What follows belongs to an exercise in optimizing a design on an open flow for small area, a short achievable clock period and few clock cycles; a production flow would make more cautious choices. In this exercise RTL edits were held to simulation tests only and were not proved equivalent to the original. Power figures rest on the tool's default switching activity, not on a simulated workload.

==> flow/design.v, too long to show whole: its modules and the start of the top module <==
// module nfpm_dist: 1647 lines
// module nearest_free_point_matcher: 349 lines
module nearest_free_point_matcher #(
   parameter int MAX_POINTS  = nfpm_pkg::MAX_POINTS_DEF,
   parameter int COORD_WIDTH = nfpm_pkg::COORD_WIDTH_DEF
) (
   input  logic                                clock,
   input  logic                                reset,
   input  logic                                req_valid,
   output logic                                req_ready,
   input  logic [nfpm_pkg::CMD_W-1:0]          req_cmd,
   input  logic signed [COORD_WIDTH-1:0]       req_pos_x,
   input  logic signed [COORD_WIDTH-1:0]       req_pos_y,
   output logic                                rsp_valid,
   input  logic                                rsp_ready,
   output logic [nfpm_pkg::STATUS_W-1:0]       rsp_status,
   output logic [nfpm_pkg::INDEX_W-1:0]        rsp_point_index,
   output logic [nfpm_pkg::DIST_W-1:0]         rsp_dist_sq,
   output logic                                rsp_last
);
  // ...
==> flow/run.sh <==
#!/bin/bash
# synth_recipe.tcl (not shown) runs the flow's synth.tcl, then flattens the netlist and writes it again
# the make line also repeats each setting of config.mk as NAME=value (left out here)
make -C /OpenROAD-flow-scripts/flow DESIGN_CONFIG=/design/flow/config.mk WORK_HOME=/design/flow/orfs CLKGATE_MAP_FILE= SYNTH_SCRIPT=/design/flow/synth_recipe.tcl finish
==> flow/config.mk <==
export PLATFORM = sky130hd
export DESIGN_NAME = nearest_free_point_matcher
export DESIGN_NICKNAME = nearest_free_point_matcher
export VERILOG_FILES = /design/flow/design.v
export SDC_FILE = /design/flow/constraint.sdc
export NUM_CORES = 4
export LEC_CHECK = 0
export CAP_MARGIN = 20
export CORE_MARGIN = 2
export CORE_UTILIZATION = 40
export SLEW_MARGIN = 20
==> flow/constraint.sdc <==
create_clock -name core_clock -period 11.0 [get_ports {clock}]
set_input_delay 2.2000 -clock core_clock [delete_from_list [all_inputs] [get_ports {clock}]]
set_output_delay 2.2000 -clock core_clock [all_outputs]
set_load 0.01 [all_outputs]
==> flow_results.xml, run 1 <==
<?xml version="1.0" encoding="UTF-8"?>
<metrics>
  <group name="status">
    <metric name="run_status" unit="">complete, no violations</metric>
  </group>
  <group name="pwr">
    <metric name="clockPowerShare" unit="%">26.4</metric>
    <metric name="power_clock" unit="mW">12.9</metric>
    <metric name="ir_drop" unit="mV">0.273</metric>
    <metric name="power.density" unit="nW/um2">244</metric>
  </group>
  <group name="critical_path">
    <metric name="crit_buf_inv" unit="">3</metric>
    <metric name="cell_count_along_the_critical_path" unit="">29</metric>
    <metric name="cp_top_family" unit="">compound AO/OA/AOI/OAI gates</metric>
    <metric name="crit_path_required_time" unit="ns">11.87</metric>
  </group>
  <group name="floorplanning">
    <metric name="core-area" unit="um2">448000</metric>
  </group>
  <group name="global_route">
    <metric name="antenna_found_initial" unit="">44</metric>
    <metric name="grt_max_degree" unit="">72</metric>
  </group>
  <group name="layout">
    <metric name="area_delta_synth_final" unit="%">11.7</metric>
    <metric name="biggestRegsByFlops" unit="">ring: 2048 flops, s2_ra: 264 flops, s2_rb: 256 flops</metric>
    <metric name="largest_register" unit="">ring</metric>
    <metric name="layout.sequential_cells" unit="">3537</metric>
  </group>
  <group name="logic_synthesis">
    <metric name="synth-seq-area-share" unit="%">41.0</metric>
    <metric name="synthXorXnorAreaFrac" unit="%">4.26</metric>
    <metric name="postSynthNetCount" unit="">19100</metric>
  </group>
  <group name="clock_network">
    <metric name="htree_depth" unit="">5</metric>
    <metric name="number_of_gates_resized_after_cts" unit="">0</metric>
  </group>
  <group name="routing">
    <metric name="detail_route.wirelength" unit="um">498000</metric>
    <metric name="routed.top_layer" unit="">met5</metric>
    <metric name="dr_wl_met3" unit="um">32400</metric>
    <metric name="detailed_routing_iteration_count_for_the_pre_antenna_repair_pass" unit="">6</metric>
    <metric name="antenna_left" unit="">0</metric>
  </group>
  <group name="timing">
    <metric name="clock_skew" unit="ns">0.0962</metric>
    <metric name="finalWorstPathRequiredPeriod" unit="ns">8.14</metric>
    <metric name="final_hold_viol_count" unit="">0</metric>
    <metric name="achievable-frequency" unit="MHz">123</metric>
  </group>
  <group name="hold_path">
    <metric name="timing.hold.worst_endpoint" unit="">ring[28][3]$_DFF_P_</metric>
  </group>
  <group name="place">
    <metric name="placed_instances" unit="">22000</metric>
    <metric name="detailedPlacementHpwl" unit="um">367000</metric>
  </group>
  <group name="flow_run">
    <metric name="cap_violations" unit="">0</metric>
  </group>
</metrics>
Testbench counts, summed over its fixed seeds: cycles 31,324.
==> module nearest_free_point_matcher, before the edit <==
module nearest_free_point_matcher #(
   parameter int MAX_POINTS  = nfpm_pkg::MAX_POINTS_DEF,
   parameter int COORD_WIDTH = nfpm_pkg::COORD_WIDTH_DEF
) (
   input  logic                                clock,
   input  logic                                reset,
   input  logic                                req_valid,
   output logic                                req_ready,
   input  logic [nfpm_pkg::CMD_W-1:0]          req_cmd,
   input  logic signed [COORD_WIDTH-1:0]       req_pos_x,
   input  logic signed [COORD_WIDTH-1:0]       req_pos_y,
   output logic                                rsp_valid,
   input  logic                                rsp_ready,
   output logic [nfpm_pkg::STATUS_W-1:0]       rsp_status,
   output logic [nfpm_pkg::INDEX_W-1:0]        rsp_point_index,
   output logic [nfpm_pkg::DIST_W-1:0]         rsp_dist_sq,
   output logic                                rsp_last
);
   localparam int N   = 64;               
   localparam int NT  = nfpm_pkg::NTAPS;  
   localparam int P   = N / NT;           
   localparam int LP  = $clog2(P);
   localparam int KW  = 1 + 33 + 6;       
   logic [31:0]  ring [N];
   logic [N-1:0] fr;                      
   logic [5:0]   rot;
   logic [5:0]   base;
   logic [6:0]   count;
   logic [6:0]   nfree;
   logic [N-1:0] free_vec;                
   logic         in_v;
   logic [1:0]   in_cmd;
   logic [15:0]  in_x, in_y;
   logic         ab_v;
   logic [5:0]   ab_label;
   logic [31:0]  ab_data;
   logic         sc_act;
   logic [LP-1:0] sc_cnt;
   logic         sc_prev;                 
   logic signed [15:0] qx, qy;
   logic         wp_v;
   logic [5:0]   wp_idx;
   logic         mark_p;
   logic         res_v, res_found;
   logic [5:0]   res_idx;
   logic [32:0]  res_dist;
   logic         single_v;
   logic [2:0]   single_st;
   logic         rep_act;
   logic [N-1:0] rem;
   logic [6:0]   rep_left;
   logic         o_v;
   logic [2:0]   o_st;
   logic [5:0]   o_idx;
   logic [32:0]  o_dist;
   logic         o_last;
   logic         s1_v, s1_first, s1_last;
   logic [5:0]   s1_ci;
   logic [15:0]  s1_tx [NT];
   logic [15:0]  s1_ty [NT];
   logic [NT-1:0] s1_sx, s1_sy, s1_f;
   logic         s2_v, s2_first, s2_last;
   logic [5:0]   s2_ci;
   logic [32:0]  s2_ra [NT];
   logic [32:0]  s2_rb [NT];
   logic [NT-1:0] s2_f;
   logic         s3_v, s3_first, s3_last;
   logic [KW-1:0] s3_k [NT/2];
   logic         s4_v, s4_first, s4_last;
   logic [KW-1:0] s4_k;
   logic [KW-1:0] acc;
   logic [5:0]   wr_t;
   logic [NT-1:0] wr_en, wr_hit;
   logic [5:0]   mpos;
   logic         do_clear;
   logic [31:0]  ring_d [N];
   logic [N-1:0] fr_d;
   assign wr_t = ab_label - rot - 6'd1;
   always_comb begin
      for (int j = 0; j < NT; j++) begin
         wr_hit[j] = ab_v && (wr_t == 6'(j * P));
         wr_en[j]  = wr_hit[j] && !do_clear;
      end
   end
   assign mpos = wp_idx + base - rot;
   always_comb begin
      for (int p = 0; p < N; p++) begin
         ring_d[p] = ring[(p + 1) % N];
         fr_d[p]   = fr[(p + 1) % N] && !(mark_p && mpos == 6'((p + 1) % N)) && !do_clear;
         if (p % P == 0) begin
            if (wr_en[p / P]) begin
               ring_d[p] = ab_data;
               fr_d[p]   = 1'b1;
            end
         end
      end
   end
   always_ff @(posedge clock) begin
      for (int p = 0; p < N; p++) ring[p] <= ring_d[p];
   end
   logic busy;
   logic out_free;
   logic cons;
   logic q_ok, slot_ok;
   logic inflight;
   logic full;
   logic ab_free;
   logic sc_read;
   logic [5:0] add_label;
   assign sc_read  = sc_act;
   assign inflight = sc_act || s1_v || s2_v || s3_v || s4_v;
   assign busy     = inflight || mark_p;
   assign out_free = !o_v || rsp_ready;
   assign full     = (count == 7'd64);
   assign ab_free  = !ab_v || (wr_hit != '0);
   assign slot_ok  = (32'(inflight) + 32'(res_v) + 32'(o_v)) <= 1;
   assign q_ok     = !sc_act && !sc_prev && slot_ok;
   assign add_label = (count == 7'd0) ? (rot + 6'd2) : (base + count[5:0]);
   always_comb begin
      cons = 1'b0;
      if (in_v) begin
         unique case (in_cmd)
            nfpm_pkg::CMD_CLEAR:  cons = !busy;
            nfpm_pkg::CMD_ADD:    cons = full ? (!busy && !res_v && !rep_act && !single_v)
                                              : (ab_free && (!sc_act || sc_cnt == LP'(P - 1)));
            nfpm_pkg::CMD_QUERY:  cons = q_ok;
            nfpm_pkg::CMD_REPORT: cons = !busy && !res_v && !rep_act && !single_v;
         endcase
      end
   end
   assign req_ready = !in_v || cons;
   assign do_clear  = cons && in_cmd == nfpm_pkg::CMD_CLEAR;
   logic nf_inc;
   assign nf_inc    = cons && in_cmd == nfpm_pkg::CMD_ADD && !full;
   logic [N-1:0] rem_pref;
   logic [N-1:0] rem_low;
   logic [5:0]   rem_idx;
   always_comb begin
      rem_pref[0] = 1'b0;
      for (int i = 1; i < N; i++) rem_pref[i] = rem_pref[i-1] | rem[i-1];
      rem_low = rem & ~rem_pref;
      rem_idx = '0;
      for (int i = 0; i < N; i++) if (rem_low[i]) rem_idx = rem_idx | 6'(i);
   end
   logic [KW-1:0] merged;
   assign merged = (s4_first || s4_k < acc) ? s4_k : acc;
   always_ff @(posedge clock) begin
      if (reset) begin
         in_v     <= 1'b0;
         ab_v     <= 1'b0;
         sc_act   <= 1'b0;
         sc_cnt   <= '0;
         sc_prev  <= 1'b0;
         count    <= '0;
         nfree    <= '0;
         free_vec <= '0;
         fr       <= '0;
         rot      <= '0;
         base     <= '0;
         wp_v     <= 1'b0;
         mark_p   <= 1'b0;
         res_v    <= 1'b0;
         single_v <= 1'b0;
         rep_act  <= 1'b0;
         o_v      <= 1'b0;
         s1_v     <= 1'b0;
         s2_v     <= 1'b0;
         s3_v     <= 1'b0;
         s4_v     <= 1'b0;
      end else begin
         rot     <= rot + 6'd1;
         fr      <= fr_d;
         sc_prev <= sc_act;
         if (req_ready) begin
            in_v   <= req_valid;
            in_cmd <= req_cmd;
            in_x   <= req_pos_x;
            in_y   <= req_pos_y;
         end
         nfree <= nfree + 7'(nf_inc) - 7'(mark_p);
         if (wr_en != '0) ab_v <= 1'b0;
         if (mark_p) begin
            free_vec[wp_idx] <= 1'b0;
            mark_p           <= 1'b0;
         end
         if (sc_act) begin
            sc_cnt <= sc_cnt + LP'(1);
            if (sc_cnt == LP'(P - 1)) sc_act <= 1'b0;
         end
         if (cons) begin
            unique case (in_cmd)
               nfpm_pkg::CMD_CLEAR: begin
                  count    <= '0;
                  nfree    <= '0;
                  free_vec <= '0;
                  ab_v     <= 1'b0;
                  wp_v     <= 1'b0;
               end
               nfpm_pkg::CMD_ADD: begin
                  if (full) begin
                     single_v  <= 1'b1;
                     single_st <= nfpm_pkg::STS_FULL;
                  end else begin
                     ab_v     <= 1'b1;
                     ab_label <= add_label;
                     ab_data  <= {in_x, in_y};
                     if (count == 7'd0) base <= rot + 6'd2;
                     count    <= count + 7'd1;
                     free_vec[count[5:0]] <= 1'b1;
                  end
               end
               nfpm_pkg::CMD_QUERY: begin
                  qx     <= in_x;
                  qy     <= in_y;
                  sc_act <= 1'b1;
                  sc_cnt <= '0;
               end
               nfpm_pkg::CMD_REPORT: begin
                  if (nfree == 7'd0) begin
                     single_v  <= 1'b1;
                     single_st <= nfpm_pkg::STS_NONE;
                  end else begin
                     rep_act  <= 1'b1;
                     rem      <= free_vec;
                     rep_left <= nfree;
                  end
               end
            endcase
         end
         s1_v <= sc_act;
         s2_v <= s1_v;
         s3_v <= s2_v;
         s4_v <= s3_v;
         if (out_free) begin
            o_v <= 1'b0;
            if (rep_act) begin
               o_v      <= 1'b1;
               o_st     <= nfpm_pkg::STS_UNUSED;
               o_idx    <= rem_idx;
               o_dist   <= '0;
               o_last   <= (rep_left == 7'd1);
               rem      <= rem & rem_pref;
               rep_left <= rep_left - 7'd1;
               if (rep_left == 7'd1) rep_act <= 1'b0;
            end else if (single_v) begin
               o_v      <= 1'b1;
               o_st     <= single_st;
               o_idx    <= '0;
               o_dist   <= '0;
               o_last   <= 1'b1;
               single_v <= 1'b0;
            end else if (res_v) begin
               o_v      <= 1'b1;
               o_st     <= res_found ? nfpm_pkg::STS_MATCHED : nfpm_pkg::STS_NO_FREE;
               o_idx    <= res_found ? res_idx : 6'd0;
               o_dist   <= res_found ? res_dist : 33'd0;
               o_last   <= 1'b1;
               res_v    <= 1'b0;
            end
         end
         if (s4_v && s4_last) begin
            res_v     <= 1'b1;
            res_found <= !merged[KW-1];
            res_idx   <= merged[5:0];
            res_dist  <= merged[38:6];
            wp_v      <= !merged[KW-1];
            wp_idx    <= merged[5:0];
            mark_p    <= !merged[KW-1];
         end
      end
   end
   always_ff @(posedge clock) begin
      s1_first <= (sc_cnt == '0);
      s1_last  <= (sc_cnt == LP'(P - 1));
      s1_ci    <= rot + 6'd1 - base;
      for (int j = 0; j < NT; j++) begin : rd
         logic signed [16:0] dx, dy;
         dx = $signed({ring_d[j*P][31], ring_d[j*P][31:16]}) - $signed({qx[15], qx});
         dy = $signed({ring_d[j*P][15], ring_d[j*P][15:0]})  - $signed({qy[15], qy});
         s1_tx[j] <= dx[15:0] ^ {16{dx[16]}};
         s1_sx[j] <= dx[16];
         s1_ty[j] <= dy[15:0] ^ {16{dy[16]}};
         s1_sy[j] <= dy[16];
         s1_f[j]  <= fr_d[j*P];
      end
   end
   logic [32:0] cs_a [NT];
   logic [32:0] cs_b [NT];
   for (genvar j = 0; j < NT; j++) begin : g_dist
      nfpm_dist u_dist (
         .tx (s1_tx[j]),
         .sx (s1_sx[j]),
         .ty (s1_ty[j]),
         .sy (s1_sy[j]),
         .ra (cs_a[j]),
         .rb (cs_b[j])
      );
   end
   always_ff @(posedge clock) begin
      s2_first <= s1_first;
      s2_last  <= s1_last;
      s2_ci    <= s1_ci;
      s2_f     <= s1_f;
      for (int j = 0; j < NT; j++) begin
         s2_ra[j] <= cs_a[j];
         s2_rb[j] <= cs_b[j];
      end
   end
   logic [KW-1:0] leaf [NT];
   always_comb begin
      for (int j = 0; j < NT; j++) begin
         logic [5:0]  idx;
         logic [32:0] d;
         logic        ok;
         idx = s2_ci + 6'(j * P);
         d   = s2_ra[j] + s2_rb[j];
         ok  = s2_f[j] && !(wp_v && wp_idx == idx);
         leaf[j] = {!ok, d, idx};
      end
   end
   always_ff @(posedge clock) begin
      s3_first <= s2_first;
      s3_last  <= s2_last;
      for (int m = 0; m < NT / 2; m++) begin
         s3_k[m] <= (leaf[2*m+1] < leaf[2*m]) ? leaf[2*m+1] : leaf[2*m];
      end
   end
   logic [KW-1:0] lvl [NT];
   always_comb begin
      for (int m = 0; m < NT / 2; m++) lvl[m] = s3_k[m];
      for (int m = NT / 2; m < NT; m++) lvl[m] = '0;
      for (int w = NT / 4; w >= 1; w = w / 2) begin
         for (int m = 0; m < w; m++) begin
            lvl[m] = (lvl[2*m+1] < lvl[2*m]) ? lvl[2*m+1] : lvl[2*m];
         end
      end
   end
   always_ff @(posedge clock) begin
      s4_first <= s3_first;
      s4_last  <= s3_last;
      s4_k     <= lvl[0];
      if (s4_v) acc <= merged;
   end
   assign rsp_valid       = o_v;
   assign rsp_status      = o_st;
   assign rsp_point_index = o_idx;
   assign rsp_dist_sq     = o_dist;
   assign rsp_last        = o_last;
endmodule
==> run 2: changes to the inputs <==
--- a/flow/design.v
+++ b/flow/design.v
@@ -1698,7 +1698,6 @@
    localparam int NT  = nfpm_pkg::NTAPS;  
    localparam int P   = N / NT;           
    localparam int LP  = $clog2(P);
-   localparam int KW  = 1 + 33 + 6;       
    logic [31:0]  ring [N];
    logic [N-1:0] fr;                      
    logic [5:0]   rot;
@@ -1714,7 +1713,6 @@
    logic [31:0]  ab_data;
    logic         sc_act;
    logic [LP-1:0] sc_cnt;
-   logic         sc_prev;                 
    logic signed [15:0] qx, qy;
    logic         wp_v;
    logic [5:0]   wp_idx;
@@ -1743,34 +1741,64 @@
    logic [32:0]  s2_rb [NT];
    logic [NT-1:0] s2_f;
    logic         s3_v, s3_first, s3_last;
-   logic [KW-1:0] s3_k [NT/2];
-   logic         s4_v, s4_first, s4_last;
-   logic [KW-1:0] s4_k;
-   logic [KW-1:0] acc;
+   logic [5:0]   s3_ci;
+   logic [32:0]  s3_d [NT];
+   logic [NT-1:0] s3_f;
+   logic [32:0]  acc_d;
+   logic [5:0]   acc_i;
+   logic         acc_v;
+   localparam int NC = NT + 1;            
+   logic [32:0]  cd [NC];
+   logic [5:0]   cx [NC];
+   logic [NC-1:0] el;
+   logic [NC-1:0] bt [NC];                
+   logic [NC-1:0] win;
+   logic [32:0]  sel_d;
+   logic [5:0]   sel_i;
+   logic         sel_v;
+   logic [5-LP:0] hi [NT];
    logic [5:0]   wr_t;
    logic [NT-1:0] wr_en, wr_hit;
    logic [5:0]   mpos;
    logic         do_clear;
    logic [31:0]  ring_d [N];
    logic [N-1:0] fr_d;
-   assign wr_t = ab_label - rot - 6'd1;
+   logic         ab_load;
+   logic         ab_v_n;
+   logic [5:0]   wr_t_n;
+   logic [NT-1:0] wr_hit_n;
    always_comb begin
+      ab_v_n = ab_v && (wr_hit == '0) && !do_clear;
+      wr_t_n = wr_t - 6'd1;
+      if (ab_load) begin
+         ab_v_n = 1'b1;
+         wr_t_n = add_label - rot - 6'd2;
+      end
       for (int j = 0; j < NT; j++) begin
-         wr_hit[j] = ab_v && (wr_t == 6'(j * P));
-         wr_en[j]  = wr_hit[j] && !do_clear;
+         wr_hit_n[j] = ab_v_n && (wr_t_n == 6'(j * P));
+         wr_en[j]    = wr_hit[j] && !do_clear;
+      end
+   end
+   always_ff @(posedge clock) begin
+      if (reset) begin
+         wr_hit <= '0;
+      end else begin
+         wr_hit <= wr_hit_n;
       end
+      wr_t <= wr_t_n;
    end
    assign mpos = wp_idx + base - rot;
    always_comb begin
       for (int p = 0; p < N; p++) begin
          ring_d[p] = ring[(p + 1) % N];
-         fr_d[p]   = fr[(p + 1) % N] && !(mark_p && mpos == 6'((p + 1) % N)) && !do_clear;
+         fr_d[p]   = fr[(p + 1) % N] && !(mark_p && mpos == 6'((p + 1) % N));
          if (p % P == 0) begin
-            if (wr_en[p / P]) begin
+            if (wr_hit[p / P]) begin
                ring_d[p] = ab_data;
                fr_d[p]   = 1'b1;
             end
          end
+         fr_d[p] = fr_d[p] && !do_clear;
       end
    end
    always_ff @(posedge clock) begin
@@ -1786,13 +1814,13 @@
    logic sc_read;
    logic [5:0] add_label;
    assign sc_read  = sc_act;
-   assign inflight = sc_act || s1_v || s2_v || s3_v || s4_v;
+   assign inflight = sc_act || s1_v || s2_v || s3_v;
    assign busy     = inflight || mark_p;
    assign out_free = !o_v || rsp_ready;
    assign full     = (count == 7'd64);
    assign ab_free  = !ab_v || (wr_hit != '0);
    assign slot_ok  = (32'(inflight) + 32'(res_v) + 32'(o_v)) <= 1;
-   assign q_ok     = !sc_act && !sc_prev && slot_ok;
+   assign q_ok     = (!sc_act || sc_cnt == LP'(P - 1)) && slot_ok;
    assign add_label = (count == 7'd0) ? (rot + 6'd2) : (base + count[5:0]);
    always_comb begin
       cons = 1'b0;
@@ -1808,6 +1836,7 @@
    end
    assign req_ready = !in_v || cons;
    assign do_clear  = cons && in_cmd == nfpm_pkg::CMD_CLEAR;
+   assign ab_load   = cons && in_cmd == nfpm_pkg::CMD_ADD && !full;
    logic nf_inc;
    assign nf_inc    = cons && in_cmd == nfpm_pkg::CMD_ADD && !full;
    logic [N-1:0] rem_pref;
@@ -1820,15 +1849,12 @@
       rem_idx = '0;
       for (int i = 0; i < N; i++) if (rem_low[i]) rem_idx = rem_idx | 6'(i);
    end
-   logic [KW-1:0] merged;
-   assign merged = (s4_first || s4_k < acc) ? s4_k : acc;
    always_ff @(posedge clock) begin
       if (reset) begin
          in_v     <= 1'b0;
          ab_v     <= 1'b0;
          sc_act   <= 1'b0;
          sc_cnt   <= '0;
-         sc_prev  <= 1'b0;
          count    <= '0;
          nfree    <= '0;
          free_vec <= '0;
@@ -1844,11 +1870,10 @@
          s1_v     <= 1'b0;
          s2_v     <= 1'b0;
          s3_v     <= 1'b0;
-         s4_v     <= 1'b0;
       end else begin
          rot     <= rot + 6'd1;
+         ab_v    <= ab_v_n;
          fr      <= fr_d;
-         sc_prev <= sc_act;
          if (req_ready) begin
             in_v   <= req_valid;
             in_cmd <= req_cmd;
@@ -1856,7 +1881,6 @@
             in_y   <= req_pos_y;
          end
          nfree <= nfree + 7'(nf_inc) - 7'(mark_p);
-         if (wr_en != '0) ab_v <= 1'b0;
          if (mark_p) begin
             free_vec[wp_idx] <= 1'b0;
             mark_p           <= 1'b0;
@@ -1871,7 +1895,6 @@
                   count    <= '0;
                   nfree    <= '0;
                   free_vec <= '0;
-                  ab_v     <= 1'b0;
                   wp_v     <= 1'b0;
                end
                nfpm_pkg::CMD_ADD: begin
@@ -1879,7 +1902,6 @@
                      single_v  <= 1'b1;
                      single_st <= nfpm_pkg::STS_FULL;
                   end else begin
-                     ab_v     <= 1'b1;
                      ab_label <= add_label;
                      ab_data  <= {in_x, in_y};
                      if (count == 7'd0) base <= rot + 6'd2;
@@ -1908,7 +1930,6 @@
          s1_v <= sc_act;
          s2_v <= s1_v;
          s3_v <= s2_v;
-         s4_v <= s3_v;
          if (out_free) begin
             o_v <= 1'b0;
             if (rep_act) begin
@@ -1936,14 +1957,14 @@
                res_v    <= 1'b0;
             end
          end
-         if (s4_v && s4_last) begin
+         if (s3_v && s3_last) begin
             res_v     <= 1'b1;
-            res_found <= !merged[KW-1];
-            res_idx   <= merged[5:0];
-            res_dist  <= merged[38:6];
-            wp_v      <= !merged[KW-1];
-            wp_idx    <= merged[5:0];
-            mark_p    <= !merged[KW-1];
+            res_found <= sel_v;
+            res_idx   <= sel_i;
+            res_dist  <= sel_d;
+            wp_v      <= sel_v;
+            wp_idx    <= sel_i;
+            mark_p    <= sel_v;
          end
       end
    end
@@ -1984,40 +2005,47 @@
          s2_rb[j] <= cs_b[j];
       end
    end
-   logic [KW-1:0] leaf [NT];
-   always_comb begin
-      for (int j = 0; j < NT; j++) begin
-         logic [5:0]  idx;
-         logic [32:0] d;
-         logic        ok;
-         idx = s2_ci + 6'(j * P);
-         d   = s2_ra[j] + s2_rb[j];
-         ok  = s2_f[j] && !(wp_v && wp_idx == idx);
-         leaf[j] = {!ok, d, idx};
-      end
-   end
    always_ff @(posedge clock) begin
       s3_first <= s2_first;
       s3_last  <= s2_last;
-      for (int m = 0; m < NT / 2; m++) begin
-         s3_k[m] <= (leaf[2*m+1] < leaf[2*m]) ? leaf[2*m+1] : leaf[2*m];
-      end
+      s3_ci    <= s2_ci;
+      s3_f     <= s2_f;
+      for (int j = 0; j < NT; j++) s3_d[j] <= s2_ra[j] + s2_rb[j];
    end
-   logic [KW-1:0] lvl [NT];
    always_comb begin
-      for (int m = 0; m < NT / 2; m++) lvl[m] = s3_k[m];
-      for (int m = NT / 2; m < NT; m++) lvl[m] = '0;
-      for (int w = NT / 4; w >= 1; w = w / 2) begin
-         for (int m = 0; m < w; m++) begin
-            lvl[m] = (lvl[2*m+1] < lvl[2*m]) ? lvl[2*m+1] : lvl[2*m];
+      for (int j = 0; j < NT; j++) begin
+         hi[j] = s3_ci[5:LP] + (6-LP)'(j);
+         cx[j] = s3_ci + 6'(j * P);
+         cd[j] = s3_d[j];
+         el[j] = s3_f[j] && !(wp_v && wp_idx == cx[j]);
+      end
+      cd[NT] = acc_d;
+      cx[NT] = acc_i;
+      el[NT] = acc_v && !s3_first;
+      for (int a = 0; a < NC; a++) begin
+         bt[a][a] = 1'b1;
+         for (int b = a + 1; b < NC; b++) begin
+            logic ilt;
+            ilt = (b < NT) ? (hi[a] < hi[b]) : (cx[a] < cx[b]);
+            bt[a][b] = (cd[a] < cd[b]) || (cd[a] == cd[b] && ilt);
+            bt[b][a] = !bt[a][b];
          end
       end
+      for (int a = 0; a < NC; a++) win[a] = el[a] && ((bt[a] | ~el) == '1);
+      sel_d = '0;
+      sel_i = '0;
+      for (int a = 0; a < NC; a++) begin
+         sel_d = sel_d | (cd[a] & {33{win[a]}});
+         sel_i = sel_i | (cx[a] & {6{win[a]}});
+      end
+      sel_v = (el != '0);
    end
    always_ff @(posedge clock) begin
-      s4_first <= s3_first;
-      s4_last  <= s3_last;
-      s4_k     <= lvl[0];
-      if (s4_v) acc <= merged;
+      if (s3_v) begin
+         acc_d <= sel_d;
+         acc_i <= sel_i;
+         acc_v <= sel_v;
+      end
    end
    assign rsp_valid       = o_v;
    assign rsp_status      = o_st;
==> flow_results.xml, run 2 <==
<?xml version="1.0" encoding="UTF-8"?>
<metrics>
  <group name="global_route">
    <metric name="antenna_found_initial" unit="">74</metric>
    <metric name="globalRouteTotalUtil" unit="%">26.0</metric>
    <metric name="globalRouteOverflowTotal" unit="">0</metric>
    <metric name="first_global_vias" unit="">137000</metric>
    <metric name="grt_max_degree" unit="">77</metric>
    <metric name="grt_first_pass_wirelength" unit="um">967000</metric>
  </group>
  <group name="place">
    <metric name="buffer_ports.inserted" unit="">82</metric>
    <metric name="detailedPlacementHpwl" unit="um">520000</metric>
    <metric name="gp_routability_congestion" unit="">1.02</metric>
  </group>
  <group name="critical_path">
    <metric name="critPathCaptureType" unit="">output port</metric>
    <metric name="worst_setup_path_startpoint" unit="">wr_hit[2]$_SDFF_PP0_</metric>
    <metric name="arrival" unit="ns">4.18</metric>
    <metric name="cp-start-kind" unit="">flip-flop</metric>
    <metric name="critical_path.reg2reg.startpoint" unit="">acc_d[21]$_DFFE_PP_</metric>
    <metric name="ff2ff_setup_slack" unit="ns">5.16</metric>
    <metric name="crit_path_required_time" unit="ns">8.80</metric>
    <metric name="endpoint" unit="">req_ready</metric>
    <metric name="critical_path_peak_fanout" unit="">34</metric>
    <metric name="worst_r2r_path_depth" unit="">15</metric>
    <metric name="timing.setup.critical_path_class" unit="">flip-flop to output port</metric>
    <metric name="r2r-end" unit="">res_dist[14]$_DFFE_PP_</metric>
  </group>
  <group name="layout">
    <metric name="final_net_count" unit="">22900</metric>
    <metric name="seqCellArea" unit="um2">75600</metric>
    <metric name="share_of_final_layout_standard_cells_stronger_than_drive_strength_1" unit="%">6.78</metric>
    <metric name="mostFrequentLayoutCell" unit="">sky130_fd_sc_hd__dfxtp_1</metric>
    <metric name="largest_register_ff_count" unit="">2048</metric>
    <metric name="most-common-layout-cells" unit="">3320 x sky130_fd_sc_hd__dfxtp_1, 2248 x sky130_fd_sc_hd__inv_1, 2068 x sky130_fd_sc_hd__ha_1</metric>
    <metric name="multi_input_comb_area" unit="um2">116000</metric>
    <metric name="fillCellCount" unit="">46900</metric>
    <metric name="biggestRegsByFlops" unit="">ring: 2048 flops, s2_ra: 264 flops, s3_d: 264 flops</metric>
    <metric name="area_delta_synth_final" unit="%">11.2</metric>
    <metric name="largest_register" unit="">ring</metric>
  </group>
  <group name="logic_synthesis">
    <metric name="synth_top_area_cell" unit="">sky130_fd_sc_hd__dfxtp_1</metric>
    <metric name="share_of_synthesized_area_spent_on_multiplexers" unit="%">1.49</metric>
    <metric name="synthAdderAreaFrac" unit="%">30.8</metric>
    <metric name="postSynthNetCount" unit="">22700</metric>
    <metric name="synth.cells.most_frequent" unit="">3335 x sky130_fd_sc_hd__dfxtp_1, 2253 x sky130_fd_sc_hd__inv_1, 2068 x sky130_fd_sc_hd__ha_1</metric>
    <metric name="netlist_area" unit="um2">202000</metric>
    <metric name="yosysMostFrequentCell" unit="">sky130_fd_sc_hd__dfxtp_1</metric>
    <metric name="synth_top_family_by_area" unit="">adder cells</metric>
    <metric name="yosysWarnings" unit="">25</metric>
    <metric name="yosysTopAreaCellShare" unit="%">33.1</metric>
    <metric name="synthesis.instances" unit="">18800</metric>
    <metric name="yosys.area_share.simple" unit="%">12.3</metric>
    <metric name="synthesis.area_per_instance" unit="um2">10.8</metric>
    <metric name="yosys.cell_types.count" unit="">106</metric>
    <metric name="ys_dominant_reg_cell" unit="">sky130_fd_sc_hd__dfxtp_1</metric>
    <metric name="synth-edff-count" unit="">294</metric>
    <metric name="synthXorXnorAreaFrac" unit="%">3.62</metric>
    <metric name="yosys-top-cells-area" unit="">sky130_fd_sc_hd__dfxtp_1 33%, sky130_fd_sc_hd__fa_1 18%, sky130_fd_sc_hd__ha_1 13%</metric>
    <metric name="async_reset_ff_share" unit="%">0</metric>
    <metric name="synth-seq-area-share" unit="%">37.5</metric>
    <metric name="synth_area_in_compound_gates" unit="%">9.14</metric>
    <metric name="synthesis_stage_register_bit_count" unit="">3629</metric>
  </group>
  <group name="routing">
    <metric name="dr_wl_met3" unit="um">50300</metric>
    <metric name="wl_met2" unit="um">292000</metric>
    <metric name="routed.top_layer" unit="">met5</metric>
    <metric name="detailed_routing_iteration_count_for_the_pre_antenna_repair_pass" unit="">7</metric>
    <metric name="met1Wirelength" unit="um">297000</metric>
    <metric name="drt-vias-per-instance" unit="">5.28</metric>
    <metric name="total_via_count_in_the_routed_design" unit="">137000</metric>
    <metric name="drt_iter0_drcs" unit="">11800</metric>
    <metric name="detail_route.wirelength" unit="um">674000</metric>
    <metric name="wl_per_cell" unit="um">25.9</metric>
    <metric name="route.detailed.drc" unit="">0</metric>
    <metric name="antenna_left" unit="">0</metric>
  </group>
  <group name="timing">
    <metric name="finalMaxSlewViolations" unit="">0</metric>
    <metric name="rsz0062_at_grt" unit="">false</metric>
    <metric name="max_slew_margin" unit="%">10.6</metric>
    <metric name="fin_worst_hold_slack" unit="ns">0.244</metric>
    <metric name="final_period_util" unit="%">58.0</metric>
    <metric name="clock_skew" unit="ns">0.106</metric>
    <metric name="setup_total_negative_slack" unit="ns">0</metric>
    <metric name="final_setup_violating_endpoints" unit="">0</metric>
    <metric name="slew_at_the_pin_closest_to_its_max_slew_limit" unit="ns">1.33</metric>
    <metric name="final_hold_viol_count" unit="">0</metric>
    <metric name="finalWorstPathRequiredPeriod" unit="ns">6.38</metric>
    <metric name="achievable-frequency" unit="MHz">157</metric>
  </group>
  <group name="floorplanning">
    <metric name="die_area" unit="um2">510000</metric>
    <metric name="floorplan.rows" unit="">260</metric>
    <metric name="fp.dieH" unit="um">714</metric>
    <metric name="core-area" unit="um2">502000</metric>
    <metric name="die_w" unit="um">714</metric>
    <metric name="top_level_ports" unit="">83</metric>
    <metric name="starting_utilization_of_the_core_area" unit="%">40.2</metric>
  </group>
  <group name="clock_network">
    <metric name="postCtsSetupBuffers" unit="">0</metric>
    <metric name="cts_tree" unit="">built</metric>
    <metric name="cts_root_buf" unit="">sky130_fd_sc_hd__clkbuf_16</metric>
    <metric name="cts.reportedPaths.clkPinSlew" unit="ns">0.06</metric>
    <metric name="number_of_gates_resized_after_cts" unit="">0</metric>
    <metric name="cts_max_path_buffers" unit="">4</metric>
    <metric name="worst_skew_pair.late_latency" unit="ns">1.03</metric>
    <metric name="clock_sink_count" unit="">3629</metric>
    <metric name="cts_buffers" unit="">367</metric>
    <metric name="cts_hold_buffers" unit="">0</metric>
    <metric name="htree_depth" unit="">5</metric>
  </group>
  <group name="pwr">
    <metric name="ir_drop" unit="mV">0.408</metric>
    <metric name="power.density" unit="nW/um2">357</metric>
    <metric name="leakage" unit="nW">103</metric>
  </group>
  <group name="flow_run">
    <metric name="cap_violations" unit="">0</metric>
  </group>
  <group name="hold_path">
    <metric name="holdCritPathClass" unit="">flip-flop to flip-flop</metric>
  </group>
  <group name="status">
    <metric name="run_status" unit="">complete, no violations</metric>
  </group>
</metrics>
run 2: cell count changes after synthesis, sizes merged, moves of 116 or more:
cell | before | now
a21o | 268 | 503
o21a | 80 | 228
nand4 | 64 | 255
nor2 | 379 | 597
a21oi | 503 | 682
mux2i | 146 | 30
o21ai | 544 | 667
nor2b | 114 | 261
inv | 2127 | 2254
ha | 1130 | 2068
run 2: per-stage QoR:
step,instances,setup WS (ns),power (mW),cell area [um2],util [%]
2_1_floorplan,18800,4.91,49.8,202000,-
3_3_place_gp,25300,5.45,66.4,211000,42.1
3_5_place_dp,25300,5.62,67.3,211000,42.1
4_1_cts,26000,4.61,80.4,224000,44.6
5_1_grt,26000,4.42,87.8,224000,44.7
6_report,26000,4.62,80.1,224000,44.7
run 2: worst min-delay path by stage:
stage | start | end | depth (start not counted)
final | ring[51][22]$_DFF_P_ | ring[50][22]$_DFF_P_ | 0
after global routing | ring[27][1]$_DFF_P_ | ring[26][1]$_DFF_P_ | 0
after CTS | ring[18][19]$_DFF_P_ | ring[17][19]$_DFF_P_ | 0
after detailed placement | ring[13][16]$_DFF_P_ | ring[12][16]$_DFF_P_ | 0
after global placement | ring[51][3]$_DFF_P_ | ring[50][3]$_DFF_P_ | 0
after floorplan | ring[11][0]$_DFF_P_ | ring[10][0]$_DFF_P_ | 0
run 2: per-layer routing:
layer,GRT usage [%],vias up
met3,4.64,1225
met4,11.4,20
li1,-,62300
met1,35.9,68600
met5,0,-
met2,40.0,5091
run 2: power breakdown:
group          internal (mW)  switching (mW)  total (mW)
Combinational           19.8            29.0        48.8
Clock                   7.40            5.60        13.0
Sequential              16.1            2.15        18.3
run 2: area by class of cell:
cell class              count  share of cell area [%]
multi-input cells       12400                    51.7
flip-flops and latches   3629                    33.7
clock buffers             508                    4.72
inverters                2254                    3.77
well taps                6681                    3.73
repair buffers            378                    1.36
clock inverters           160                   0.922
diodes                     39                  0.0435
run 2: critical path, cell delays in order (launching register included):
cell	delay (ns)
sky130_fd_sc_hd__dfxtp_2	0.31
sky130_fd_sc_hd__buf_4	0.28
sky130_fd_sc_hd__nor4_1	0.42
sky130_fd_sc_hd__nand4b_1	0.55
sky130_fd_sc_hd__a21boi_0	0.33
sky130_fd_sc_hd__a22oi_1	0.21
sky130_fd_sc_hd__a2bb2oi_1	0.26
sky130_fd_sc_hd__and2_1	0.31
sky130_fd_sc_hd__inv_1	0.07
sky130_fd_sc_hd__clkdlybuf4s50_1	0.47
run 2: kinds of logic (layout without fill, tap and decap cells):
family / Yosys count / count (layout)
xor+xnor: 834 / 834
buf+inv: 2748 / 3300
compound gates: 2791 / 2791
fa+ha+maj: 3885 / 3885
other cells: 0 / 39
flops: 3629 / 3629
mux: 270 / 270
simple gates: 4596 / 4596
Testbench counts of run 2, summed over its fixed seeds: cycles 27,003.
==> run 3: changes to the inputs <==
--- a/flow/design.v
+++ b/flow/design.v
@@ -1703,11 +1703,13 @@
    logic [5:0]   rot;
    logic [5:0]   base;
    logic [6:0]   count;
-   logic [6:0]   nfree;
    logic [N-1:0] free_vec;                
    logic         in_v;
    logic [1:0]   in_cmd;
    logic [15:0]  in_x, in_y;
+   logic         sk_v;
+   logic [1:0]   sk_cmd;
+   logic [15:0]  sk_x, sk_y;
    logic         ab_v;
    logic [5:0]   ab_label;
    logic [31:0]  ab_data;
@@ -1717,19 +1719,20 @@
    logic         wp_v;
    logic [5:0]   wp_idx;
    logic         mark_p;
-   logic         res_v, res_found;
-   logic [5:0]   res_idx;
-   logic [32:0]  res_dist;
+   localparam int RD = 4;                 
+   logic [39:0]  rf [RD];
+   logic [1:0]   rf_wp, rf_rp;
+   logic [2:0]   rf_n;
+   logic [1:0]   infl;                    
    logic         single_v;
    logic [2:0]   single_st;
    logic         rep_act;
    logic [N-1:0] rem;
-   logic [6:0]   rep_left;
-   logic         o_v;
-   logic [2:0]   o_st;
-   logic [5:0]   o_idx;
-   logic [32:0]  o_dist;
-   logic         o_last;
+   logic [2:0]   pre;
+   logic [1:0]   fix;
+   logic         mark_rem;
+   logic         o_v, o2_v, x_v;
+   logic [42:0]  o_item, o2_item, x_item;
    logic         s1_v, s1_first, s1_last;
    logic [5:0]   s1_ci;
    logic [15:0]  s1_tx [NT];
@@ -1747,12 +1750,16 @@
    logic [32:0]  acc_d;
    logic [5:0]   acc_i;
    logic         acc_v;
-   localparam int NC = NT + 1;            
-   logic [32:0]  cd [NC];
-   logic [5:0]   cx [NC];
-   logic [NC-1:0] el;
-   logic [NC-1:0] bt [NC];                
-   logic [NC-1:0] win;
+   logic [5:0]   cx [NT];
+   logic [NT-1:0] bt [NT];                
+   logic [NT-1:0] lose [NT];
+   logic [NT-1:0] win1, win2;
+   logic [32:0]  b1_d, b2_d;
+   logic [5:0]   b1_i, b2_i;
+   logic         s4_v, s4_first, s4_last;
+   logic [32:0]  s4_b1d, s4_b2d;
+   logic [5:0]   s4_b1i, s4_b2i;
+   logic         s4_b1v, s4_b2v;
    logic [32:0]  sel_d;
    logic [5:0]   sel_i;
    logic         sel_v;
@@ -1807,83 +1814,141 @@
    logic busy;
    logic out_free;
    logic cons;
-   logic q_ok, slot_ok;
-   logic inflight;
+   logic q_ok;
    logic full;
    logic ab_free;
-   logic sc_read;
+   logic scan_free;
    logic [5:0] add_label;
-   assign sc_read  = sc_act;
-   assign inflight = sc_act || s1_v || s2_v || s3_v;
-   assign busy     = inflight || mark_p;
-   assign out_free = !o_v || rsp_ready;
-   assign full     = (count == 7'd64);
-   assign ab_free  = !ab_v || (wr_hit != '0);
-   assign slot_ok  = (32'(inflight) + 32'(res_v) + 32'(o_v)) <= 1;
-   assign q_ok     = (!sc_act || sc_cnt == LP'(P - 1)) && slot_ok;
+   logic push, pop, rep_go;
+   logic rep_cons;
+   assign busy      = (infl != 2'd0) || mark_p;
+   assign out_free  = !o2_v;
+   assign full      = (count == 7'd64);
+   assign ab_free   = !ab_v || (wr_hit != '0);
+   assign scan_free = !sc_act || sc_cnt == LP'(P - 1);
+   assign q_ok      = scan_free && (3'(infl) + rf_n) < 3'(RD);
    assign add_label = (count == 7'd0) ? (rot + 6'd2) : (base + count[5:0]);
    always_comb begin
       cons = 1'b0;
       if (in_v) begin
          unique case (in_cmd)
             nfpm_pkg::CMD_CLEAR:  cons = !busy;
-            nfpm_pkg::CMD_ADD:    cons = full ? (!busy && !res_v && !rep_act && !single_v)
-                                              : (ab_free && (!sc_act || sc_cnt == LP'(P - 1)));
+            nfpm_pkg::CMD_ADD:    cons = full ? (!busy && rf_n == '0 && !rep_act && !single_v)
+                                              : (ab_free && scan_free);
             nfpm_pkg::CMD_QUERY:  cons = q_ok;
-            nfpm_pkg::CMD_REPORT: cons = !busy && !res_v && !rep_act && !single_v;
+            nfpm_pkg::CMD_REPORT: cons = !rep_act && !single_v;
          endcase
       end
    end
-   assign req_ready = !in_v || cons;
+   assign req_ready = !sk_v;
    assign do_clear  = cons && in_cmd == nfpm_pkg::CMD_CLEAR;
    assign ab_load   = cons && in_cmd == nfpm_pkg::CMD_ADD && !full;
-   logic nf_inc;
-   assign nf_inc    = cons && in_cmd == nfpm_pkg::CMD_ADD && !full;
+   assign rep_cons  = cons && in_cmd == nfpm_pkg::CMD_REPORT;
+   assign push   = s4_v && s4_last;
+   assign rep_go = rep_act && pre == '0;
+   assign pop    = out_free && !rep_go && !single_v && rf_n != '0;
    logic [N-1:0] rem_pref;
    logic [N-1:0] rem_low;
    logic [5:0]   rem_idx;
+   logic         rem_last;
    always_comb begin
       rem_pref[0] = 1'b0;
       for (int i = 1; i < N; i++) rem_pref[i] = rem_pref[i-1] | rem[i-1];
       rem_low = rem & ~rem_pref;
       rem_idx = '0;
       for (int i = 0; i < N; i++) if (rem_low[i]) rem_idx = rem_idx | 6'(i);
+      rem_last = (rem & rem_pref) == '0;
+   end
+   always_comb begin
+      x_v    = out_free && (rep_go || single_v || rf_n != '0);
+      x_item = '0;
+      if (rep_go) begin
+         if (rem == '0) x_item = {nfpm_pkg::STS_NONE, 6'd0, 33'd0, 1'b1};
+         else           x_item = {nfpm_pkg::STS_UNUSED, rem_idx, 33'd0, rem_last};
+      end else if (single_v) begin
+         x_item = {single_st, 6'd0, 33'd0, 1'b1};
+      end else if (rf_head[39]) begin
+         x_item = {nfpm_pkg::STS_MATCHED, rf_head[38:33], rf_head[32:0], 1'b1};
+      end else begin
+         x_item = {nfpm_pkg::STS_NO_FREE, 6'd0, 33'd0, 1'b1};
+      end
+   end
+   always_ff @(posedge clock) begin
+      if (!sk_v) begin
+         sk_cmd <= req_cmd;
+         sk_x   <= req_pos_x;
+         sk_y   <= req_pos_y;
+      end
+   end
+   logic [39:0] rf_head;
+   assign rf_head = rf[rf_rp];
+   always_ff @(posedge clock) begin
+      if (push) rf[rf_wp] <= {sel_v, sel_i, sel_d};
    end
    always_ff @(posedge clock) begin
       if (reset) begin
          in_v     <= 1'b0;
+         sk_v     <= 1'b0;
          ab_v     <= 1'b0;
          sc_act   <= 1'b0;
          sc_cnt   <= '0;
          count    <= '0;
-         nfree    <= '0;
          free_vec <= '0;
          fr       <= '0;
          rot      <= '0;
          base     <= '0;
          wp_v     <= 1'b0;
          mark_p   <= 1'b0;
-         res_v    <= 1'b0;
+         rf_wp    <= '0;
+         rf_rp    <= '0;
+         rf_n     <= '0;
+         infl     <= '0;
+         fix      <= '0;
+         mark_rem <= 1'b0;
          single_v <= 1'b0;
          rep_act  <= 1'b0;
          o_v      <= 1'b0;
+         o2_v     <= 1'b0;
          s1_v     <= 1'b0;
          s2_v     <= 1'b0;
          s3_v     <= 1'b0;
+         s4_v     <= 1'b0;
       end else begin
          rot     <= rot + 6'd1;
          ab_v    <= ab_v_n;
          fr      <= fr_d;
-         if (req_ready) begin
-            in_v   <= req_valid;
-            in_cmd <= req_cmd;
-            in_x   <= req_pos_x;
-            in_y   <= req_pos_y;
+         if (!in_v || cons) begin
+            if (sk_v) begin
+               in_v   <= 1'b1;
+               in_cmd <= sk_cmd;
+               in_x   <= sk_x;
+               in_y   <= sk_y;
+               sk_v   <= 1'b0;
+            end else begin
+               in_v   <= req_valid;
+               in_cmd <= req_cmd;
+               in_x   <= req_pos_x;
+               in_y   <= req_pos_y;
+            end
+         end else if (req_valid && !sk_v) begin
+            sk_v <= 1'b1;
          end
-         nfree <= nfree + 7'(nf_inc) - 7'(mark_p);
+         mark_p   <= 1'b0;
+         mark_rem <= 1'b0;
          if (mark_p) begin
             free_vec[wp_idx] <= 1'b0;
-            mark_p           <= 1'b0;
+            if (mark_rem) rem[wp_idx] <= 1'b0;
+         end
+         infl <= infl + 2'(cons && in_cmd == nfpm_pkg::CMD_QUERY) - 2'(push);
+         rf_n <= rf_n + 3'(push) - 3'(pop);
+         if (push) rf_wp <= rf_wp + 2'd1;
+         if (pop)  rf_rp <= rf_rp + 2'd1;
+         if (rep_cons) begin
+            fix <= infl - 2'(push);
+            pre <= rf_n + 3'(infl) - 3'(pop);
+         end else begin
+            if (push && fix != '0) fix <= fix - 2'd1;
+            if (pop && rep_act)    pre <= pre - 3'd1;
          end
          if (sc_act) begin
             sc_cnt <= sc_cnt + LP'(1);
@@ -1893,7 +1958,6 @@
             unique case (in_cmd)
                nfpm_pkg::CMD_CLEAR: begin
                   count    <= '0;
-                  nfree    <= '0;
                   free_vec <= '0;
                   wp_v     <= 1'b0;
                end
@@ -1916,71 +1980,57 @@
                   sc_cnt <= '0;
                end
                nfpm_pkg::CMD_REPORT: begin
-                  if (nfree == 7'd0) begin
-                     single_v  <= 1'b1;
-                     single_st <= nfpm_pkg::STS_NONE;
-                  end else begin
-                     rep_act  <= 1'b1;
-                     rem      <= free_vec;
-                     rep_left <= nfree;
-                  end
+                  rep_act <= 1'b1;
+                  rem     <= free_vec;
+                  if (mark_p) rem[wp_idx] <= 1'b0;
                end
             endcase
          end
          s1_v <= sc_act;
          s2_v <= s1_v;
          s3_v <= s2_v;
+         s4_v <= s3_v;
          if (out_free) begin
-            o_v <= 1'b0;
-            if (rep_act) begin
-               o_v      <= 1'b1;
-               o_st     <= nfpm_pkg::STS_UNUSED;
-               o_idx    <= rem_idx;
-               o_dist   <= '0;
-               o_last   <= (rep_left == 7'd1);
-               rem      <= rem & rem_pref;
-               rep_left <= rep_left - 7'd1;
-               if (rep_left == 7'd1) rep_act <= 1'b0;
+            if (rep_go) begin
+               if (rem == '0) begin
+                  rep_act <= 1'b0;
+               end else begin
+                  rem     <= rem & rem_pref;
+                  if (rem_last) rep_act <= 1'b0;
+               end
             end else if (single_v) begin
-               o_v      <= 1'b1;
-               o_st     <= single_st;
-               o_idx    <= '0;
-               o_dist   <= '0;
-               o_last   <= 1'b1;
                single_v <= 1'b0;
-            end else if (res_v) begin
-               o_v      <= 1'b1;
-               o_st     <= res_found ? nfpm_pkg::STS_MATCHED : nfpm_pkg::STS_NO_FREE;
-               o_idx    <= res_found ? res_idx : 6'd0;
-               o_dist   <= res_found ? res_dist : 33'd0;
-               o_last   <= 1'b1;
-               res_v    <= 1'b0;
             end
          end
-         if (s3_v && s3_last) begin
-            res_v     <= 1'b1;
-            res_found <= sel_v;
-            res_idx   <= sel_i;
-            res_dist  <= sel_d;
+         if (!o_v || rsp_ready) begin
+            o_v <= o2_v || x_v;
+            o_item <= o2_v ? o2_item : x_item;
+            o2_v <= 1'b0;
+         end else if (x_v) begin
+            o2_v    <= 1'b1;
+            o2_item <= x_item;
+         end
+         if (push) begin
             wp_v      <= sel_v;
             wp_idx    <= sel_i;
             mark_p    <= sel_v;
+            mark_rem  <= sel_v && (rep_cons ? infl != '0 : fix != '0);
          end
       end
    end
    always_ff @(posedge clock) begin
       s1_first <= (sc_cnt == '0);
       s1_last  <= (sc_cnt == LP'(P - 1));
-      s1_ci    <= rot + 6'd1 - base;
+      s1_ci    <= rot - base;
       for (int j = 0; j < NT; j++) begin : rd
          logic signed [16:0] dx, dy;
-         dx = $signed({ring_d[j*P][31], ring_d[j*P][31:16]}) - $signed({qx[15], qx});
-         dy = $signed({ring_d[j*P][15], ring_d[j*P][15:0]})  - $signed({qy[15], qy});
+         dx = $signed({ring[j*P][31], ring[j*P][31:16]}) - $signed({qx[15], qx});
+         dy = $signed({ring[j*P][15], ring[j*P][15:0]})  - $signed({qy[15], qy});
          s1_tx[j] <= dx[15:0] ^ {16{dx[16]}};
          s1_sx[j] <= dx[16];
          s1_ty[j] <= dy[15:0] ^ {16{dy[16]}};
          s1_sy[j] <= dy[16];
-         s1_f[j]  <= fr_d[j*P];
+         s1_f[j]  <= fr[j*P];
       end
    end
    logic [32:0] cs_a [NT];
@@ -2016,40 +2066,65 @@
       for (int j = 0; j < NT; j++) begin
          hi[j] = s3_ci[5:LP] + (6-LP)'(j);
          cx[j] = s3_ci + 6'(j * P);
-         cd[j] = s3_d[j];
-         el[j] = s3_f[j] && !(wp_v && wp_idx == cx[j]);
       end
-      cd[NT] = acc_d;
-      cx[NT] = acc_i;
-      el[NT] = acc_v && !s3_first;
-      for (int a = 0; a < NC; a++) begin
+      for (int a = 0; a < NT; a++) begin
          bt[a][a] = 1'b1;
-         for (int b = a + 1; b < NC; b++) begin
-            logic ilt;
-            ilt = (b < NT) ? (hi[a] < hi[b]) : (cx[a] < cx[b]);
-            bt[a][b] = (cd[a] < cd[b]) || (cd[a] == cd[b] && ilt);
+         for (int b = a + 1; b < NT; b++) begin
+            bt[a][b] = (s3_d[a] < s3_d[b]) || (s3_d[a] == s3_d[b] && hi[a] < hi[b]);
             bt[b][a] = !bt[a][b];
          end
       end
-      for (int a = 0; a < NC; a++) win[a] = el[a] && ((bt[a] | ~el) == '1);
-      sel_d = '0;
-      sel_i = '0;
-      for (int a = 0; a < NC; a++) begin
-         sel_d = sel_d | (cd[a] & {33{win[a]}});
-         sel_i = sel_i | (cx[a] & {6{win[a]}});
+      for (int a = 0; a < NT; a++) begin
+         lose[a]  = s3_f & ~bt[a];
+         win1[a]  = s3_f[a] && lose[a] == '0;
+         win2[a]  = s3_f[a] && lose[a] != '0 && (lose[a] & (lose[a] - NT'(1))) == '0;
+      end
+      b1_d = '0;
+      b1_i = '0;
+      b2_d = '0;
+      b2_i = '0;
+      for (int a = 0; a < NT; a++) begin
+         b1_d = b1_d | (s3_d[a] & {33{win1[a]}});
+         b1_i = b1_i | (cx[a] & {6{win1[a]}});
+         b2_d = b2_d | (s3_d[a] & {33{win2[a]}});
+         b2_i = b2_i | (cx[a] & {6{win2[a]}});
+      end
+   end
+   always_ff @(posedge clock) begin
+      s4_first <= s3_first;
+      s4_last  <= s3_last;
+      s4_b1d   <= b1_d;
+      s4_b1i   <= b1_i;
+      s4_b1v   <= s3_f != '0;
+      s4_b2d   <= b2_d;
+      s4_b2i   <= b2_i;
+      s4_b2v   <= win2 != '0;
+   end
+   always_comb begin
+      logic ex1, lt1, lt2, av, take;
+      ex1   = wp_v && s4_b1i == wp_idx;
+      av    = acc_v && !s4_first;
+      lt1   = (s4_b1d < acc_d) || (s4_b1d == acc_d && s4_b1i < acc_i);
+      lt2   = (s4_b2d < acc_d) || (s4_b2d == acc_d && s4_b2i < acc_i);
+      take  = ex1 ? (s4_b2v && (!av || lt2)) : (s4_b1v && (!av || lt1));
+      sel_v = take || av;
+      sel_d = acc_d;
+      sel_i = acc_i;
+      if (take) begin
+         sel_d = ex1 ? s4_b2d : s4_b1d;
+         sel_i = ex1 ? s4_b2i : s4_b1i;
       end
-      sel_v = (el != '0);
    end
    always_ff @(posedge clock) begin
-      if (s3_v) begin
+      if (s4_v) begin
          acc_d <= sel_d;
          acc_i <= sel_i;
          acc_v <= sel_v;
       end
    end
    assign rsp_valid       = o_v;
-   assign rsp_status      = o_st;
-   assign rsp_point_index = o_idx;
-   assign rsp_dist_sq     = o_dist;
-   assign rsp_last        = o_last;
+   assign rsp_status      = o_item[42:40];
+   assign rsp_point_index = o_item[39:34];
+   assign rsp_dist_sq     = o_item[33:1];
+   assign rsp_last        = o_item[0];
 endmodule
==> flow_results.xml, run 3 <==
<?xml version="1.0" encoding="UTF-8"?>
<metrics>
  <group name="floorplanning">
    <metric name="die_w" unit="um">730</metric>
    <metric name="floorplan.rows" unit="">266</metric>
    <metric name="fp.dieH" unit="um">730</metric>
    <metric name="starting_utilization_of_the_core_area" unit="%">40.2</metric>
    <metric name="die_area" unit="um2">532000</metric>
    <metric name="top_level_ports" unit="">83</metric>
    <metric name="core-area" unit="um2">525000</metric>
  </group>
  <group name="routing">
    <metric name="detail_route.wirelength" unit="um">727000</metric>
    <metric name="detailed_routing_iteration_count_for_the_pre_antenna_repair_pass" unit="">12</metric>
    <metric name="antenna_left" unit="">0</metric>
    <metric name="total_via_count_in_the_routed_design" unit="">144000</metric>
    <metric name="route.detailed.drc" unit="">0</metric>
    <metric name="drt_iter0_drcs" unit="">12100</metric>
    <metric name="wl_per_cell" unit="um">26.6</metric>
    <metric name="drt-vias-per-instance" unit="">5.28</metric>
  </group>
  <group name="layout">
    <metric name="biggestRegsByFlops" unit="">ring: 2048 flops, s2_ra: 264 flops, s3_d: 264 flops</metric>
    <metric name="seqCellArea" unit="um2">83000</metric>
    <metric name="final_core_utilization" unit="%">44.9</metric>
    <metric name="layout.cells.non_filler" unit="">27300</metric>
    <metric name="multi_input_comb_area" unit="um2">117000</metric>
    <metric name="share_of_final_layout_standard_cells_stronger_than_drive_strength_1" unit="%">7.51</metric>
    <metric name="fillCellCount" unit="">49100</metric>
    <metric name="finish.instance_area" unit="um2">236000</metric>
    <metric name="mostFrequentLayoutCell" unit="">sky130_fd_sc_hd__dfxtp_1</metric>
    <metric name="largest_register" unit="">ring</metric>
    <metric name="final_net_count" unit="">23400</metric>
    <metric name="largest_register_ff_count" unit="">2048</metric>
    <metric name="area_delta_synth_final" unit="%">11.9</metric>
    <metric name="most-common-layout-cells" unit="">3445 x sky130_fd_sc_hd__dfxtp_1, 2296 x sky130_fd_sc_hd__inv_1, 1870 x sky130_fd_sc_hd__ha_1</metric>
  </group>
  <group name="logic_synthesis">
    <metric name="yosys.cell_types.count" unit="">90</metric>
    <metric name="yosysTopAreaCellShare" unit="%">32.9</metric>
    <metric name="synth-seq-area-share" unit="%">39.4</metric>
    <metric name="postSynthNetCount" unit="">23200</metric>
    <metric name="yosysMostFrequentCell" unit="">sky130_fd_sc_hd__dfxtp_1</metric>
    <metric name="synth-edff-count" unit="">457</metric>
    <metric name="synth_top_area_cell" unit="">sky130_fd_sc_hd__dfxtp_1</metric>
    <metric name="async_reset_ff_share" unit="%">0</metric>
    <metric name="yosys-top-cells-area" unit="">sky130_fd_sc_hd__dfxtp_1 33%, sky130_fd_sc_hd__fa_1 17%, sky130_fd_sc_hd__ha_1 11%</metric>
    <metric name="synthesis.instances" unit="">19500</metric>
    <metric name="synthesis.area_per_instance" unit="um2">10.8</metric>
    <metric name="synth.cells.most_frequent" unit="">3460 x sky130_fd_sc_hd__dfxtp_1, 2297 x sky130_fd_sc_hd__inv_1, 1870 x sky130_fd_sc_hd__ha_1</metric>
    <metric name="netlist_area" unit="um2">211000</metric>
    <metric name="synthesis_stage_register_bit_count" unit="">3917</metric>
    <metric name="ys_dominant_reg_cell" unit="">sky130_fd_sc_hd__dfxtp_1</metric>
    <metric name="yosysWarnings" unit="">25</metric>
  </group>
  <group name="timing">
    <metric name="max_slew_margin" unit="%">10.3</metric>
    <metric name="slew_at_the_pin_closest_to_its_max_slew_limit" unit="ns">1.34</metric>
    <metric name="rsz0062_at_grt" unit="">false</metric>
    <metric name="finalMaxSlewViolations" unit="">0</metric>
    <metric name="final_period_util" unit="%">59.5</metric>
    <metric name="setup_total_negative_slack" unit="ns">0</metric>
    <metric name="setup_slack" unit="ns">4.45</metric>
    <metric name="finalWorstPathRequiredPeriod" unit="ns">6.55</metric>
    <metric name="final_setup_violating_endpoints" unit="">0</metric>
    <metric name="final_hold_viol_count" unit="">0</metric>
    <metric name="clock_skew" unit="ns">0.101</metric>
    <metric name="achievable-frequency" unit="MHz">153</metric>
    <metric name="fin_worst_hold_slack" unit="ns">0.296</metric>
  </group>
  <group name="pwr">
    <metric name="ir_drop" unit="mV">0.251</metric>
    <metric name="design_power_total" unit="mW">66.7</metric>
    <metric name="power.density" unit="nW/um2">283</metric>
    <metric name="leakage" unit="nW">104</metric>
  </group>
  <group name="global_route">
    <metric name="antenna_found_initial" unit="">136</metric>
    <metric name="globalRouteOverflowTotal" unit="">0</metric>
    <metric name="globalRouteTotalUtil" unit="%">26.8</metric>
    <metric name="grt_first_pass_wirelength" unit="um">1030000</metric>
    <metric name="grt_max_degree" unit="">105</metric>
    <metric name="first_global_vias" unit="">143000</metric>
  </group>
  <group name="clock_network">
    <metric name="cts_root_buf" unit="">sky130_fd_sc_hd__clkbuf_16</metric>
    <metric name="postCtsSetupBuffers" unit="">0</metric>
    <metric name="cts.reportedPaths.clkPinSlew" unit="ns">0.07</metric>
    <metric name="number_of_gates_resized_after_cts" unit="">0</metric>
    <metric name="cts_hold_buffers" unit="">0</metric>
    <metric name="cts_max_path_buffers" unit="">4</metric>
    <metric name="htree_depth" unit="">5</metric>
    <metric name="clock_sink_count" unit="">3917</metric>
    <metric name="cts_tree" unit="">built</metric>
    <metric name="worst_skew_pair.late_latency" unit="ns">1.04</metric>
    <metric name="cts_buffers" unit="">400</metric>
  </group>
  <group name="hold_path">
    <metric name="holdCritPathClass" unit="">flip-flop to flip-flop</metric>
    <metric name="hold-path-cell-count" unit="">0</metric>
  </group>
  <group name="critical_path">
    <metric name="arrival" unit="ns">7.44</metric>
    <metric name="crit_path_required_time" unit="ns">11.89</metric>
    <metric name="critPathCaptureType" unit="">flip-flop</metric>
    <metric name="timing.setup.critical_path_class" unit="">flip-flop to flip-flop</metric>
    <metric name="worst_r2r_path_depth" unit="">14</metric>
    <metric name="critical_path_peak_fanout" unit="">20</metric>
    <metric name="cp-start-kind" unit="">flip-flop</metric>
  </group>
  <group name="place">
    <metric name="dp_slack" unit="ns">4.90</metric>
    <metric name="placed_area" unit="um2">221000</metric>
    <metric name="buffer_ports.inserted" unit="">82</metric>
    <metric name="detailedPlacementHpwl" unit="um">564000</metric>
    <metric name="placed_instances" unit="">26300</metric>
    <metric name="gp_routability_congestion" unit="">1.05</metric>
  </group>
  <group name="flow_run">
    <metric name="cap_violations" unit="">0</metric>
  </group>
  <group name="status">
    <metric name="run_status" unit="">complete, no violations</metric>
  </group>
</metrics>
[run 3: cell count changes after synthesis, moves of 121 or more]
cell	before	now
sky130_fd_sc_hd__dfxtp_1	3335	3460
sky130_fd_sc_hd__edfxtp_1	294	457
sky130_fd_sc_hd__ha_1	2068	1870
sky130_fd_sc_hd__a21o_1	503	251
sky130_fd_sc_hd__clkbuf_1	430	554
sky130_fd_sc_hd__a21oi_1	666	859
sky130_fd_sc_hd__nor2_1	597	718
[run 3: worst paths after layout]
| path | to | slack, ns | start |
|---|---|---|---|
| max | s4_b2i[2]$_DFF_P_ | 4.45 | s3_d[5][18]$_DFF_P_ |
| min | ring[5][27]$_DFF_P_ | 0.30 | ring[6][27]$_DFF_P_ |
| max reg2reg | s4_b2i[2]$_DFF_P_ | 4.45 | s3_d[5][18]$_DFF_P_ |
| min reg2reg | ring[5][27]$_DFF_P_ | 0.30 | ring[6][27]$_DFF_P_ |
[run 3: where the power goes]
group	internal [mW]	leakage (nW)	total [mW]	switching, mW
Sequential	16.7	32.5	19.0	2.35
Combinational	12.0	64.8	33.3	21.3
Clock	8.41	6.93	14.5	6.07
Total	37.1	104	66.7	29.7
[run 3: final cells by class]
class	instances	area share [%]
diodes	351	0.373
clock buffers	553	4.92
clock inverters	184	1.10
inverters	2298	3.66
multi-input cells	12700	49.8
flip-flops and latches	3917	35.2
well taps	6968	3.70
repair buffers	360	1.24
[run 3: worst max-delay path, stage by stage, from the launching register on]
cell	delay, ns
sky130_fd_sc_hd__dfxtp_1	0.49
sky130_fd_sc_hd__inv_1	0.19
sky130_fd_sc_hd__ha_1	0.34
sky130_fd_sc_hd__nand4_1	0.46
sky130_fd_sc_hd__nor3_1	0.98
sky130_fd_sc_hd__nor3b_1	0.33
sky130_fd_sc_hd__o31ai_1	0.33
sky130_fd_sc_hd__a211oi_1	0.32
sky130_fd_sc_hd__o22ai_1	0.16
sky130_fd_sc_hd__nor3_1	0.34
sky130_fd_sc_hd__or3b_2	0.51
sky130_fd_sc_hd__a31oi_4	0.90
sky130_fd_sc_hd__buf_4	0.52
sky130_fd_sc_hd__nor4_1	0.23
sky130_fd_sc_hd__a21boi_0	0.23
[run 3: layer usage]
metal  GRT usage, %  wire [um]  vias to the layer above
li1               -          -                    65400
met1           35.3     307000                    72400
met2           40.7     316000                     5144
met3           5.28      52600                     1314
met4           16.7      50300                       42
met5              0        281                        -
[run 3: cell families (layout without fill, tap and decap cells)]
kind of cell	Yosys count	after routing	share of synthesized area, %
AO/OA/AOI/OAI	2964	2964	8.99
other	0	351	0
flip-flops	3917	3917	39.4
buffers and inverters	2883	3395	5.15
adder cells (fa/ha/maj)	3696	3696	28.4
XOR/XNOR	829	829	3.45
multiplexers	430	430	2.48
AND/OR/NAND/NOR	4797	4797	12.1
Testbench counts of run 3, summed over its fixed seeds: cycles 25,043.

## what the ideal ports hide
No port has a modelled driver above. Below, the same layouts with a new extraction and two added sets of constraints. Step 1 sets driving cells, clkbuf_16 on the clock port and buf_2 on the other inputs (assumed; they add their load-dependent delay and slew). Step 2 also shifts input and output timing later by t, the mid clock arrival at the registers, as if the neighbouring blocks saw the same clock. Slacks: no drivers / after step 1 / after step 2; pairs: no drivers / after step 1.
run | t, ns | setup slack, ns | clock arrival spread, ns
run 1 | 1.063 | 2.858 / 2.858 / 2.858 | 0.107 / 0.107
run 2 | 1.097 | 4.618 / 4.499 / 5.161 | 0.109 / 0.109
run 3 | 1.118 | 4.450 / 4.450 / 4.450 | 0.107 / 0.106
After both steps every run listed still meets setup and hold.
